From an optimization exercise on the open Yosys and OpenROAD flow, aimed at small area and a short achievable clock period; shortcuts taken in it are not production practice.
The RTL of this run was laid out without a check of its function.

==> design/flow/design.v <==
package stretchPkg;
    localparam int hActiveBits = 11;
    localparam int vActiveBits = 11;
    localparam int scaleFractionBits = 6;
    localparam int scaleBits = scaleFractionBits + 1;
    localparam int coordBits = hActiveBits + scaleFractionBits;
    function automatic logic [15:0] blendPixels(
        input logic [15:0] left,
        input logic [15:0] right,
        input logic [scaleFractionBits-1:0] fraction
    );
        logic [scaleFractionBits:0] leftWeight;
        logic [10:0] redSum;
        logic [11:0] greenSum;
        logic [10:0] blueSum;
        leftWeight = 7'd64 - {1'b0, fraction};
        redSum = left[15:11] * leftWeight + right[15:11] * fraction;
        greenSum = left[10:5] * leftWeight + right[10:5] * fraction;
        blueSum = left[4:0] * leftWeight + right[4:0] * fraction;
        blendPixels = {redSum[10:6], greenSum[11:6], blueSum[10:6]};
    endfunction
endpackage
`timescale 1ns/1ps
import stretchPkg::*;
module videoHorizontalStretch
#(
    parameter int chunkBits = 5,
    localparam int chunkNumBits = hActiveBits - chunkBits,
    localparam int requestBits = vActiveBits + chunkNumBits
) (
    input logic scalerClock,
    input logic reset,
    input logic [scaleBits-1:0] hShrinkFactor,
    input logic downstreamRequestEmpty,
    input logic [requestBits-1:0] downstreamRequestData,
    output logic downstreamRequestRead,
    output logic responseWrite,
    output logic [15:0] responseData,
    input logic responseFull,
    input logic upstreamRequestRead,
    output logic upstreamRequestEmpty,
    output logic [requestBits-1:0] upstreamRequestData,
    input logic upstreamPixelWrite,
    input logic [15:0] upstreamPixelData,
    output logic upstreamPixelFull
);
    localparam int queueBits = chunkNumBits;
    localparam int queueDepth = 1 << queueBits;
    localparam int pixelQueueBits = chunkBits + 1;
    localparam int pixelQueueDepth = 1 << pixelQueueBits;
    localparam int coordQueueDepth = 1 << chunkBits;
    logic walking;
    logic dsRead;
    logic [vActiveBits-1:0] currentRow;
    logic [chunkNumBits-1:0] currentChunk;
    logic [chunkBits-1:0] mapCount;
    logic [chunkNumBits-1:0] lastChunk;
    logic [chunkNumBits-1:0] previousChunk;
    logic lastValid;
    logic previousValid;
    logic [coordBits-1:0] coordAccum;
    logic [requestBits-1:0] requestStore [queueDepth];
    logic [queueBits:0] requestWritePointer;
    logic [queueBits:0] requestReadPointer;
    logic requestEmpty;
    logic tagFull;
    logic tagEmpty;
    logic [15:0] pixelStore [pixelQueueDepth];
    logic [pixelQueueBits:0] pixelWritePointer;
    logic [queueBits+chunkBits:0] pixelReadPointer;
    logic pixelFull;
    logic pixelEmpty;
    logic [15:0] leftColor;
    logic [15:0] rightColor;
    logic [hActiveBits-1:0] leftColumn;
    logic [hActiveBits-1:0] rightColumn;
    logic windowValid;
    logic rightLoaded;
    logic [chunkBits:0] coordCount;
    logic coordFull;
    logic coordEmpty;
    logic [coordBits-1:0] headCoord;
    logic [coordBits-1:0] nextBase;
    logic [coordBits-1:0] heldCoord;
    logic holdValid;
    logic covered;
    logic [15:0] blended;
    logic firstColumn;
    logic [coordBits-1:0] baseCoord;
    logic [coordBits-1:0] coord;
    logic [chunkNumBits-1:0] thisChunk;
    logic [chunkNumBits-1:0] nextChunk;
    logic needThisChunk;
    logic needNextChunk;
    logic advance;
    logic requestPush;
    logic [chunkNumBits-1:0] issuedChunk;
    assign firstColumn = (mapCount == '0);
    assign baseCoord = coordBits'({currentChunk, {chunkBits{1'b0}}} * hShrinkFactor)
        + coordBits'(hShrinkFactor[scaleBits-1:1]);
    assign coord = firstColumn ? baseCoord : coordAccum;
    assign thisChunk = coord[coordBits-1:scaleFractionBits+chunkBits];
    assign nextChunk = thisChunk + 1'b1;
    assign needThisChunk = firstColumn
        || !((lastValid && lastChunk == thisChunk) || (previousValid && previousChunk == thisChunk));
    assign needNextChunk = (coord[scaleFractionBits-1:0] != '0)
        && (&coord[scaleFractionBits+chunkBits-1:scaleFractionBits])
        && !((lastValid && lastChunk == nextChunk) || (previousValid && previousChunk == nextChunk));
    assign advance = walking && !coordFull && !tagFull;
    assign requestPush = advance && (needThisChunk || needNextChunk);
    assign issuedChunk = needThisChunk ? thisChunk : nextChunk;
    assign downstreamRequestRead = dsRead;
    always_ff @(posedge scalerClock or posedge reset) begin
        if (reset) begin
            walking <= 1'b0;
            dsRead <= 1'b0;
            mapCount <= '0;
            lastValid <= 1'b0;
            previousValid <= 1'b0;
        end else begin
            dsRead <= 1'b0;
            if (!walking) begin
                lastValid <= 1'b0;
                previousValid <= 1'b0;
                if (!downstreamRequestEmpty) begin
                    dsRead <= 1'b1;
                    mapCount <= '0;
                    walking <= 1'b1;
                end
            end else begin
                if (requestPush) begin
                    lastValid <= 1'b1;
                    previousValid <= lastValid;
                end
                if (advance) begin
                    mapCount <= mapCount + 1'b1;
                    if (&mapCount) begin
                        walking <= 1'b0;
                    end
                end
            end
        end
    end
    always_ff @(posedge scalerClock) begin
        if (!walking) begin
            if (!downstreamRequestEmpty) begin
                {currentRow, currentChunk} <= downstreamRequestData;
            end
        end else begin
            if (requestPush) begin
                lastChunk <= issuedChunk;
                previousChunk <= lastChunk;
            end
            if (advance) begin
                coordAccum <= coord + coordBits'(hShrinkFactor);
            end
        end
    end
    logic requestPop;
    logic tagPop;
    logic [queueBits:0] tagReadPointer;
    logic [queueBits:0] tagCount;
    logic [chunkNumBits-1:0] headChunk;
    assign requestPop = upstreamRequestRead && !requestEmpty;
    assign upstreamRequestEmpty = requestEmpty;
    assign upstreamRequestData = requestStore[requestReadPointer[queueBits-1:0]];
    assign tagReadPointer = pixelReadPointer[queueBits+chunkBits:chunkBits];
    assign tagCount = requestWritePointer - tagReadPointer;
    assign headChunk = requestStore[tagReadPointer[queueBits-1:0]][chunkNumBits-1:0];
    always_ff @(posedge scalerClock) begin
        if (requestPush) begin
            requestStore[requestWritePointer[queueBits-1:0]] <= {currentRow, issuedChunk};
        end
    end
    always_ff @(posedge scalerClock or posedge reset) begin
        if (reset) begin
            requestWritePointer <= '0;
            requestReadPointer <= '0;
            requestEmpty <= 1'b1;
            tagFull <= 1'b0;
            tagEmpty <= 1'b1;
        end else begin
            if (requestPush) begin
                requestWritePointer <= requestWritePointer + 1'b1;
            end
            if (requestPop) begin
                requestReadPointer <= requestReadPointer + 1'b1;
            end
            if (requestPush) begin
                requestEmpty <= 1'b0;
            end else if (requestPop) begin
                requestEmpty <= (requestReadPointer + 1'b1) == requestWritePointer;
            end
            if (requestPush && !tagPop) begin
                tagFull <= tagCount == (queueBits+1)'(queueDepth - 1);
                tagEmpty <= 1'b0;
            end else if (tagPop && !requestPush) begin
                tagFull <= 1'b0;
                tagEmpty <= tagCount == (queueBits+1)'(1);
            end
        end
    end
    logic pixelPush;
    logic pixelReady;
    logic windowAdvance;
    logic [pixelQueueBits:0] pixelCount;
    logic [15:0] headPixel;
    logic [hActiveBits-1:0] headColumn;
    assign upstreamPixelFull = pixelFull;
    assign pixelPush = upstreamPixelWrite && !pixelFull;
    assign pixelReady = !pixelEmpty && !tagEmpty;
    assign pixelCount = pixelWritePointer - pixelReadPointer[pixelQueueBits:0];
    assign headPixel = pixelStore[pixelReadPointer[pixelQueueBits-1:0]];
    assign headColumn = {headChunk, pixelReadPointer[chunkBits-1:0]};
    assign tagPop = windowAdvance && (&pixelReadPointer[chunkBits-1:0]);
    always_ff @(posedge scalerClock) begin
        if (pixelPush) begin
            pixelStore[pixelWritePointer[pixelQueueBits-1:0]] <= upstreamPixelData;
        end
    end
    always_ff @(posedge scalerClock or posedge reset) begin
        if (reset) begin
            pixelWritePointer <= '0;
            pixelReadPointer <= '0;
            pixelFull <= 1'b0;
            pixelEmpty <= 1'b1;
            windowValid <= 1'b0;
            rightLoaded <= 1'b0;
        end else begin
            if (pixelPush) begin
                pixelWritePointer <= pixelWritePointer + 1'b1;
            end
            if (windowAdvance) begin
                pixelReadPointer <= pixelReadPointer + 1'b1;
                windowValid <= rightLoaded;
                rightLoaded <= 1'b1;
            end
            if (pixelPush && !windowAdvance) begin
                pixelFull <= pixelCount == (pixelQueueBits+1)'(pixelQueueDepth - 1);
                pixelEmpty <= 1'b0;
            end else if (windowAdvance && !pixelPush) begin
                pixelFull <= 1'b0;
                pixelEmpty <= pixelCount == (pixelQueueBits+1)'(1);
            end
        end
    end
    always_ff @(posedge scalerClock) begin
        if (windowAdvance) begin
            leftColor <= rightColor;
            leftColumn <= rightColumn;
            rightColor <= headPixel;
            rightColumn <= headColumn;
        end
    end
    logic coordPush;
    logic coordRead;
    logic headIsLast;
    logic [chunkBits-1:0] headIndex;
    logic [hActiveBits-1:0] heldColumn;
    logic [scaleFractionBits-1:0] heldFraction;
    logic [hActiveBits-1:0] headCoordColumn;
    logic [scaleFractionBits-1:0] headCoordFraction;
    logic coveredIfRead;
    logic coveredIfAdvance;
    assign {heldColumn, heldFraction} = heldCoord;
    assign {headCoordColumn, headCoordFraction} = headCoord;
    assign coordPush = advance;
    assign responseWrite = covered && !responseFull;
    assign responseData = blended;
    assign windowAdvance = holdValid && !covered && pixelReady;
    assign coordRead = !coordEmpty && (!holdValid || responseWrite);
    assign headIndex = mapCount - coordCount[chunkBits-1:0];
    assign headIsLast = &headIndex;
    assign coveredIfRead = windowValid && (leftColumn == headCoordColumn)
        && (headCoordFraction == '0 || rightColumn == headCoordColumn + 1'b1);
    assign coveredIfAdvance = rightLoaded && (rightColumn == heldColumn)
        && (heldFraction == '0 || headColumn == heldColumn + 1'b1);
    always_ff @(posedge scalerClock or posedge reset) begin
        if (reset) begin
            coordCount <= '0;
            coordFull <= 1'b0;
            coordEmpty <= 1'b1;
            holdValid <= 1'b0;
            covered <= 1'b0;
        end else begin
            if (coordPush && !coordRead) begin
                coordCount <= coordCount + 1'b1;
                coordFull <= coordCount == (chunkBits+1)'(coordQueueDepth - 1);
                coordEmpty <= 1'b0;
            end else if (coordRead && !coordPush) begin
                coordCount <= coordCount - 1'b1;
                coordFull <= 1'b0;
                coordEmpty <= coordCount == (chunkBits+1)'(1);
            end
            if (coordRead) begin
                holdValid <= 1'b1;
                covered <= coveredIfRead;
            end else if (responseWrite) begin
                holdValid <= 1'b0;
                covered <= 1'b0;
            end else if (windowAdvance) begin
                covered <= coveredIfAdvance;
            end
        end
    end
    always_ff @(posedge scalerClock) begin
        if (coordRead) begin
            if (!headIsLast) begin
                headCoord <= headCoord + coordBits'(hShrinkFactor);
            end else if (coordCount != (chunkBits+1)'(1)) begin
                headCoord <= nextBase;
            end else begin
                headCoord <= coord;
            end
        end else if (coordEmpty) begin
            headCoord <= coord;
        end
        if (coordPush && firstColumn) begin
            nextBase <= coord;
        end
        if (coordRead) begin
            heldCoord <= headCoord;
            blended <= stretchPkg::blendPixels(leftColor, rightColor, headCoordFraction);
        end else if (windowAdvance) begin
            blended <= stretchPkg::blendPixels(rightColor, headPixel, heldFraction);
        end
    end
endmodule
==> design/flow/run.sh <==
#!/bin/bash
# synth_recipe.tcl (not shown) runs the flow's synth.tcl, then flattens the netlist and writes it again
# the make line also repeats each setting of config.mk as NAME=value (left out here)
make -C /OpenROAD-flow-scripts/flow DESIGN_CONFIG=/design/flow/config.mk WORK_HOME=/design/flow/orfs CLKGATE_MAP_FILE= SYNTH_SCRIPT=/design/flow/synth_recipe.tcl finish
==> design/flow/config.mk <==
export PLATFORM = sky130hd
export DESIGN_NAME = videoHorizontalStretch
export DESIGN_NICKNAME = videoHorizontalStretch
export VERILOG_FILES = /design/flow/design.v
export SDC_FILE = /design/flow/constraint.sdc
export NUM_CORES = 4
export LEC_CHECK = 0
export CAP_MARGIN = 20
export CORE_MARGIN = 2
export CORE_UTILIZATION = 40
export SLEW_MARGIN = 20
==> design/flow/constraint.sdc <==
create_clock -name core_clock -period 9.0 [get_ports {scalerClock}]
set_input_delay 1.8000 -clock core_clock [delete_from_list [all_inputs] [get_ports {scalerClock}]]
set_output_delay 1.8000 -clock core_clock [all_outputs]
set_load 0.01 [all_outputs]
==> out/qor.txt <==
outcome: finished clean
Final Cell Area: 124000 µm²
CTS H-tree lvls: 4
largest cells by area after synthesis: edfxtp_1 63%, mux4_2 13%, fa_1 5.3%, ha_1 2.9%, mux2i_1 2.2%
Max Slew Vio Count: 0
Critical Path Source Type: flip-flop
vias in the first global route: 59000
crit path capture type: flip-flop
hold_buf cts: 0
register bit total from synthesis: 2338
share of cells above drive strength 1: 21.4%
TritonCTS sink count: 2338
initial core utilization: 40.2%
Slew @ Worst Pin: 1.12 ns
skew final: 0.0702 ns
# Post-CTS Setup Buffers: 0
Yosys top cell area share: 62.8%
clock period minus worst slack: 8.19 ns
crit path from: pixelReadPointer[0]
DR iter-0 viols: 6426
YS warnings: 1
largest net degree at the start of global routing: 155
r2r setup slk: 0.81 ns
# IOs: 83
die height: 526 µm
Root Driver: clkbuf_16
Nets: 7135
GR Util All Layers: 20.4%
Synth Area per Inst: 17.4 µm²
Vias: 58800
Setup CP Type: reg -> reg
EDFF count, synth: 2279
post-route clock period utilization: 91.0%
top_reg_cell synth: edfxtp_1
Worst Path Required: 9.59 ns
clock latency (worst-skew pair): 0.92 ns
arrival time worst endpoint: 8.78 ns
DRT Wirelength: 284 mm
Yosys top cell by area: edfxtp_1
row cnt: 191
crit path to: blended[3]
RR Endpoint: blended[3]
highest clock rate: 122 MHz
RSZ-0062 raised after global routing: false
most used cell, CP: fa_1
worst hold path type: reg -> reg
asr flop ratio synth: 2.52%
Antenna Nets Post-Route: 0
TritonCTS Buffers: 243
final hold violation count: 0
worst-case reg-to-reg path depth: 25
# placed instances: 9871
Final Wtd Congestion: 0.851
Post-Syn Area: 109000 µm²
first drt pass iteration count: 5
Mapped Cells: 6257
Post-DP Area: 116000 µm²
grt ovf: 0
top-count cell post-synth: edfxtp_1
Relative slew margins: 25.2%
Avg WL per Cell: 27.5 µm
drt drc: 0
CTS Buffer Depth: 4
post-DP HPWL: 178 mm
worst-path fanout max: 33
die extent in x: 526 µm
clk slew on worst S/H paths: 0.06 ns
sequential area share after synthesis: 64.2%
Post-CTS Resized: 0
commonest cells in the netlist: 2279 x edfxtp_1, 629 x mux4_2, 439 x inv_1
Vias/cell: 5.69
IO buf count: 82
CTS tree: built
syn_nets: 6845
Synth cell types: 83
# fillers: 23000
slowest CP cell: a21oi_1
reg-to-reg critical path startpoint: pixelReadPointer[0]
setup-violating endpoint count in the final report: 0
worst hold start: coordEmpty
Die ar.: 277000 µm²
initial antenna violation count: 16
setup_tns: 0 ns
max-cap violations: 0
crit-path max cell delay: 0.76 ns
Finished Layout Cells: 10300
Layout area overhead: 14.2%
first-pass GRT wire length: 415 mm
Core Region: 271000 µm²
[worst max-delay path: cells and delay by family (launching register included)]
kind                     cells  cell delay (ns)
adder cells (fa/ha/maj)      6             2.69
AND/OR/NAND/NOR              3             0.95
AO/OA/AOI/OAI                9             2.28
buffers and inverters        5             0.82
XOR/XNOR                     1             0.19
multiplexers                 1             0.14
flip-flops                   1             0.72
[worst min path at each step]
stage | end | slack, ns | cells past startpoint
2_1_floorplan | rightColumn[2] | 0.42 | 0
6_report | holdValid | 0.46 | 1
3_5_place_dp | holdValid | 0.46 | 1
5_1_grt | holdValid | 0.49 | 1
4_1_cts | holdValid | 0.47 | 1
3_3_place_gp | holdValid | 0.46 | 1
[cell families (layout without fill, tap and decap cells)]
logic type      count (synthesis)  in the layout  synth area share (%)
other cells                     0              5                     0
buf+inv                       765           1261                  2.73
flops                        2338           2338                  64.2
fa+ha+maj                     542            542                  8.20
xor+xnor                      249            249                  2.01
mux                           877            877                  15.3
simple gates                 1017           1017                  4.55
compound gates                469            469                  3.01
[sequential cells by signal, indices dropped and copies added, names as in the netlist, 12 cells and up]
| name | cells |
|---|---|
| heldCoord | 17 |
| requestStore | 1088 |
| pixelReadPointer | 12 |
| nextBase | 17 |
| blended | 16 |
| leftColor | 16 |
| coordAccum | 17 |
| headCoord | 17 |
| pixelStore | 1024 |
| rightColor | 16 |
[routing by layer]
metal | vias to the layer above | wire (µm) | track usage [%]
li1 | 24900 | - | -
met1 | 31200 | 120000 | 29.2
met2 | 2322 | 132000 | 32.0
met3 | 411 | 22500 | 3.43
met4 | 2 | 8700 | 5.86
met5 | - | 11 | 0
[stage by stage]
stage               hold WS [ns]  utilization (%)  setup WS [ns]
floorplan                  0.423                -         0.0373
global placement           0.460             42.7          0.146
detailed placement         0.459             42.8         0.0737
CTS                        0.466             45.9          0.784
global route               0.488             45.9          0.397
finish                     0.464             45.9          0.809
[area by class of cell]
class,count,area (µm²),area share [%]
Sequential cell,2338,69900,56.2
Multi-Input combinational cell,3154,36600,29.4
Clock buffer,284,6340,5.09
Tap cell,3570,4470,3.59
Timing Repair Buffer,365,3220,2.59
Clock inverter,167,2150,1.73
Inverter,445,1670,1.34
Antenna cell,5,12.5,0.0101
[cells in the final DEF (no fill, tap or decap), types with 11 or more instances in the layout]
cell and n:
nor4_1 23, clkinvlp_4 16, nor2_2 22, nor3_2 49, nand2_1 322, bufinv_16 46, clkbuf_1 32, xnor2_1 165
nor2_1 149, and2_1 207, o21bai_1 14, buf_12 27, nand3b_1 11, inv_1 435, dfrtp_1 46, clkbuf_16 244
buf_4 263, ha_1 255, a21oi_1 129, fa_1 287, o221ai_1 116, mux4_2 629, xor2_1 79, a22oi_1 13
clkinv_1 44, mux2i_1 244, nor2b_1 12, clkdlybuf4s50_1 66, nand4_1 21, or3_1 13, edfxtp_1 2279, nor3_1 85
o22ai_1 74, nand3_1 42, clkinv_2 44, o21ai_0 29, a21o_1 23

==> port drivers added, routing unchanged <==
How much do the figures lean on ideal ports? The routed layout below was timed once more, with nothing changed but the port constraints.
Step 1 assumes that a clkbuf_16 drives the clock port and a buf_2 every other input.
Step 2 moves the port delays by t, midway between the first and last clock arrival at a register: inputs arrive t later, outputs are due t later. That takes back most of the time a late clock gives input paths.
Three values: ideal, step 1, step 2; two values: the first two.
t, ns: 0.964
slack for setup (ns): 0.809 / 0.809 / 0.083
worst hold slack (ns): 0.464 / 0.464 / 0.464
latest minus earliest clock arrival (ns): 0.085 / 0.085
After both steps setup and hold are still met in this run. The setup slack of this run moves by 0.000 ns with the drivers and by -0.726 ns with both steps.
